Background: an optimization exercise with open tools, aiming at small area. Do not read the settings as production practice. RTL that was checked went through simulation tests only; none was proved equivalent to the original. Power is estimated from default activity; no workload was simulated.

Design ap_ctrl_profiler, start of the top module:
module ap_ctrl_profiler
#(
    parameter int NUM_CH  = 4,
    parameter int CNT_W   = 20,
    parameter int LAT_W   = 16,
    parameter int MAX_OUT = 4,
    localparam int CH_W   = (NUM_CH > 1) ? $clog2(NUM_CH) : 1
) (
    input  logic              clock,
    input  logic              reset,
    input  logic              finish,
    input  logic              clear,
    input  logic [NUM_CH-1:0] ch_start,
    input  logic [NUM_CH-1:0] ch_ready,
    input  logic [NUM_CH-1:0] ch_done,
    input  logic [NUM_CH-1:0] ch_continue,
    input  logic [CH_W-1:0]   rd_ch,
    input  logic [2:0]        rd_sel,
    output logic [CNT_W-1:0]  rd_data,
    output logic              rd_valid,
    output logic [NUM_CH-1:0] err,
    output logic              frozen,
    output logic              all_idle
);
For scale: ~830 flip-flops, about 52 I/O pins, about 41000 µm² of cells after synthesis.
==> module ap_prof_channel, before the edit <==
module ap_prof_channel
#(
    parameter int CNT_W   = 20,
    parameter int LAT_W   = 16
) (
    input  logic             clock,
    input  logic             reset,
    input  logic             clear,
    input  logic             frozen,
    input  logic [CNT_W-1:0] ts,
    input  logic [CNT_W-1:0] ts_n,
    input  logic             start,
    input  logic             ready,
    input  logic             done,
    input  logic             cont,
    output logic [CNT_W-1:0] txn_out,
    output logic [CNT_W-1:0] busy,
    output logic [CNT_W-1:0] stall,
    output logic [LAT_W-1:0] min_lat,
    output logic [LAT_W-1:0] max_lat,
    output logic [LAT_W-1:0] last_lat,
    output logic [2:0]       occ,
    output logic             idle,
    output logic             err
);
    localparam logic [LAT_W-1:0] LAT_MAX = {LAT_W{1'b1}};
    logic [CNT_W-1:0] mem_r [4];
    logic [1:0]       rd_ptr_r;
    logic [2:0]       occ_r;
    logic [CNT_W-1:0] txn_out_r, busy_r, stall_r;
    logic [LAT_W-1:0] min_lat_r, max_lat_r, last_lat_r;
    logic             any_r;
    logic             err_r;
    logic             clr_s, run_s;
    logic             acc_s, cmp_s, empty_s, full_s;
    logic             pop_s, push_s, zero_s, cpl_ok_s;
    logic [1:0]       wr_ptr_s;
    logic [CNT_W-1:0] head_n_s;
    logic [LAT_W-1:0] lat_s;
    logic [LAT_W-1:0] min_eff_s, max_eff_s;
    logic [CNT_W-1:0] txn_out_nxt_s, busy_nxt_s, stall_nxt_s;
    function automatic logic [CNT_W-1:0] sat_inc(input logic [CNT_W-1:0] q, input logic inc);
        logic [CNT_W:0] c;
        c[0] = inc;
        for (int i = 0; i < CNT_W; i++) begin
            c[i+1] = c[i] & q[i];
        end
        sat_inc = (q ^ c[CNT_W-1:0]) | {CNT_W{c[CNT_W]}};
    endfunction
    always_comb begin
        clr_s    = reset | clear;
        run_s    = ~frozen;
        acc_s    = start & ready;
        cmp_s    = done & cont;
        empty_s  = (occ_r == 3'd0);
        full_s   = occ_r[2];
        pop_s    = cmp_s & ~empty_s;
        zero_s   = cmp_s & empty_s & acc_s;
        push_s   = acc_s & ~zero_s & (~full_s | pop_s);
        cpl_ok_s = pop_s | zero_s;
        wr_ptr_s = rd_ptr_r + occ_r[1:0];
    end
    always_comb begin
        logic [8:0] cl, ch0, ch1;
        logic [7:0] dl, dh0, dh1;
        logic [3:0] hs;
        logic       c16, sat;
        head_n_s = mem_r[rd_ptr_r];
        cl[0]  = 1'b1;
        ch0[0] = 1'b0;
        ch1[0] = 1'b1;
        for (int i = 0; i < 8; i++) begin
            dl[i]    = ts[i] ^ head_n_s[i] ^ cl[i];
            cl[i+1]  = (ts[i] & head_n_s[i]) | (ts[i] & cl[i]) | (head_n_s[i] & cl[i]);
            dh0[i]   = ts[8+i] ^ head_n_s[8+i] ^ ch0[i];
            ch0[i+1] = (ts[8+i] & head_n_s[8+i]) | (ts[8+i] & ch0[i]) | (head_n_s[8+i] & ch0[i]);
            dh1[i]   = ts[8+i] ^ head_n_s[8+i] ^ ch1[i];
            ch1[i+1] = (ts[8+i] & head_n_s[8+i]) | (ts[8+i] & ch1[i]) | (head_n_s[8+i] & ch1[i]);
        end
        c16 = cl[8] ? ch1[8] : ch0[8];
        hs  = ts[19:16] + head_n_s[19:16];
        sat = c16 ? (hs != 4'hf) : (hs != 4'h0);
        if (empty_s) begin
            lat_s = {LAT_W{1'b0}};
        end else if (sat) begin
            lat_s = LAT_MAX;
        end else begin
            lat_s = {(cl[8] ? dh1 : dh0), dl};
        end
    end
    always_comb begin
        min_eff_s = (any_r && (last_lat_r < min_lat_r)) ? last_lat_r : min_lat_r;
        max_eff_s = (last_lat_r > max_lat_r) ? last_lat_r : max_lat_r;
        txn_out_nxt_s = sat_inc(txn_out_r, run_s & cpl_ok_s);
        busy_nxt_s    = sat_inc(busy_r, run_s & ~empty_s);
        stall_nxt_s   = sat_inc(stall_r, run_s & done & ~cont);
    end
    always_ff @(posedge clock) begin
        if (run_s && push_s) begin
            mem_r[wr_ptr_s] <= ts_n;
        end
    end
    always_ff @(posedge clock) begin
        if (clr_s) begin
            rd_ptr_r   <= 2'd0;
            occ_r      <= 3'd0;
            txn_out_r  <= {CNT_W{1'b0}};
            busy_r     <= {CNT_W{1'b0}};
            stall_r    <= {CNT_W{1'b0}};
            min_lat_r  <= LAT_MAX;
            max_lat_r  <= {LAT_W{1'b0}};
            last_lat_r <= {LAT_W{1'b0}};
            any_r      <= 1'b0;
            err_r      <= 1'b0;
        end else begin
            txn_out_r <= txn_out_nxt_s;
            busy_r    <= busy_nxt_s;
            stall_r   <= stall_nxt_s;
            min_lat_r <= min_eff_s;
            max_lat_r <= max_eff_s;
            if (run_s) begin
                if (pop_s) begin
                    rd_ptr_r <= rd_ptr_r + 2'd1;
                end
                if (push_s && !pop_s) begin
                    occ_r <= occ_r + 3'd1;
                end else if (pop_s && !push_s) begin
                    occ_r <= occ_r - 3'd1;
                end
                if (cpl_ok_s) begin
                    last_lat_r <= lat_s;
                    any_r      <= 1'b1;
                end
                if ((acc_s && full_s && !pop_s) || (cmp_s && empty_s && !acc_s)) begin
                    err_r <= 1'b1;
                end
            end
        end
    end
    assign txn_out = txn_out_r;
    assign busy    = busy_r;
    assign stall   = stall_r;
    assign min_lat = min_eff_s;
    assign max_lat = max_eff_s;
    assign last_lat = last_lat_r;
    assign occ  = occ_r;
    assign idle = empty_s;
    assign err  = err_r;
endmodule
export LEC_CHECK = 0
export CAP_MARGIN = 20
export CORE_MARGIN = 2
export CORE_UTILIZATION = 40
export SLEW_MARGIN = 20
create_clock -name core_clock -period 6.0 [get_ports {clock}]
standard.sh (not shown) runs the stock make flow with config.mk's settings and CLKGATE_MAP_FILE= SYNTH_SCRIPT=/design/flow/synth_recipe.tcl, a recipe that flattens the netlist after the stock synthesis.
==> flow/flow/run.sh <==
#!/bin/bash
# The standard layout (the standard.sh: standard synthesis, floorplan,
# placement, CTS, routing), with a leaner clock tree: clkbuf_16 buffers
# only, sink clusters of up to 24 flip-flops within 80 um, and no dummy loads.
# make's full output goes to standard.log in the work folder; each ORFS
# step's own log stays under orfs/logs/.
set -euo pipefail
export CTS_ARGS="-sink_clustering_enable -repair_clock_nets -dont_use_dummy_load -sink_clustering_size 24 -sink_clustering_max_diameter 80 -buf_list sky130_fd_sc_hd__clkbuf_16"
bash standard.sh > standard.log 2>&1
Rerun with:
--- a/flow/design.v
+++ b/flow/design.v
@@ -50,13 +50,21 @@
     logic [LAT_W-1:0] min_eff_s, max_eff_s;
     logic [CNT_W-1:0] txn_out_nxt_s, busy_nxt_s, stall_nxt_s;
     function automatic logic [CNT_W-1:0] sat_inc(input logic [CNT_W-1:0] q, input logic inc);
         logic [CNT_W:0] c;
-        c[0] = inc;
+        c[0] = inc & ~(&q);
         for (int i = 0; i < CNT_W; i++) begin
             c[i+1] = c[i] & q[i];
         end
-        sat_inc = (q ^ c[CNT_W-1:0]) | {CNT_W{c[CNT_W]}};
+        sat_inc = q ^ c[CNT_W-1:0];
+    endfunction
+    function automatic logic lat_lt(input logic [LAT_W-1:0] a, input logic [LAT_W-1:0] b);
+        logic r;
+        r = 1'b0;
+        for (int i = 0; i < LAT_W; i++) begin
+            r = (~a[i] & b[i]) | (~a[i] & r) | (b[i] & r);
+        end
+        lat_lt = r;
     endfunction
     always_comb begin
         clr_s    = reset | clear;
         run_s    = ~frozen;
@@ -70,38 +78,29 @@
         cpl_ok_s = pop_s | zero_s;
         wr_ptr_s = rd_ptr_r + occ_r[1:0];
     end
     always_comb begin
-        logic [8:0] cl, ch0, ch1;
-        logic [7:0] dl, dh0, dh1;
+        logic [8:0] lo, hi0, hi1;
         logic [3:0] hs;
         logic       c16, sat;
         head_n_s = mem_r[rd_ptr_r];
-        cl[0]  = 1'b1;
-        ch0[0] = 1'b0;
-        ch1[0] = 1'b1;
-        for (int i = 0; i < 8; i++) begin
-            dl[i]    = ts[i] ^ head_n_s[i] ^ cl[i];
-            cl[i+1]  = (ts[i] & head_n_s[i]) | (ts[i] & cl[i]) | (head_n_s[i] & cl[i]);
-            dh0[i]   = ts[8+i] ^ head_n_s[8+i] ^ ch0[i];
-            ch0[i+1] = (ts[8+i] & head_n_s[8+i]) | (ts[8+i] & ch0[i]) | (head_n_s[8+i] & ch0[i]);
-            dh1[i]   = ts[8+i] ^ head_n_s[8+i] ^ ch1[i];
-            ch1[i+1] = (ts[8+i] & head_n_s[8+i]) | (ts[8+i] & ch1[i]) | (head_n_s[8+i] & ch1[i]);
-        end
-        c16 = cl[8] ? ch1[8] : ch0[8];
+        lo  = {1'b0, ts[7:0]} + {1'b0, head_n_s[7:0]} + 9'd1;
+        hi0 = {1'b0, ts[15:8]} + {1'b0, head_n_s[15:8]};
+        hi1 = {1'b0, ts[15:8]} + {1'b0, head_n_s[15:8]} + 9'd1;
         hs  = ts[19:16] + head_n_s[19:16];
+        c16 = lo[8] ? hi1[8] : hi0[8];
         sat = c16 ? (hs != 4'hf) : (hs != 4'h0);
         if (empty_s) begin
             lat_s = {LAT_W{1'b0}};
         end else if (sat) begin
             lat_s = LAT_MAX;
         end else begin
-            lat_s = {(cl[8] ? dh1 : dh0), dl};
-        end
-    end
-    always_comb begin
-        min_eff_s = (any_r && (last_lat_r < min_lat_r)) ? last_lat_r : min_lat_r;
-        max_eff_s = (last_lat_r > max_lat_r) ? last_lat_r : max_lat_r;
+            lat_s = {(lo[8] ? hi1[7:0] : hi0[7:0]), lo[7:0]};
+        end
+    end
+    always_comb begin
+        min_eff_s = (any_r && lat_lt(last_lat_r, min_lat_r)) ? last_lat_r : min_lat_r;
+        max_eff_s = lat_lt(max_lat_r, last_lat_r) ? last_lat_r : max_lat_r;
         txn_out_nxt_s = sat_inc(txn_out_r, run_s & cpl_ok_s);
         busy_nxt_s    = sat_inc(busy_r, run_s & ~empty_s);
         stall_nxt_s   = sat_inc(stall_r, run_s & done & ~cont);
     end
Outcome: Clock-buffer cell count drops by 3. Final area drops by about 3.5%. Power drops by about 2.7%. Wire length climbs by 1.6%. Critical path depth stays the same. Synthesized cell count drops by about 4.3%. Non-clock buffer count drops by 78. Combinational power drops by 21%. Via count drops by about 0.7%.
Function not checked in the first run of this note: the RTL went through the layout flow alone.

re-timing with driven ports:
The flow's constraints put no driver on any port. The routed layouts listed below were extracted and timed again, unchanged, in two steps.
Step 1 (the two cells are an assumption about what drives the block):
set clk [get_ports {clock}]
set_driving_cell -lib_cell sky130_fd_sc_hd__clkbuf_16 $clk
set_driving_cell -lib_cell sky130_fd_sc_hd__buf_2 [delete_from_list [all_inputs] $clk]
Step 2 times the ports against the registers' clock, not the clock port: input delays grow and output delays shrink by t, the midpoint of the rising clock arrivals with the driver on.
Three values: ideal ports, drivers, drivers and shift; two values: the first two.
run | shift t [ns] | slack for setup (ns) | pins driven straight from the clock port
the first run | 0.683 | 0.048 / 0.048 / -0.249 | 1
the second run | 0.685 | 0.468 / 0.468 / 0.102 | 1
Met with ideal ports but missed after step 2: setup timing in the first run. For the second run, which loses most, drivers alone change the setup slack by 0.000 ns; drivers and shift together by -0.366 ns.
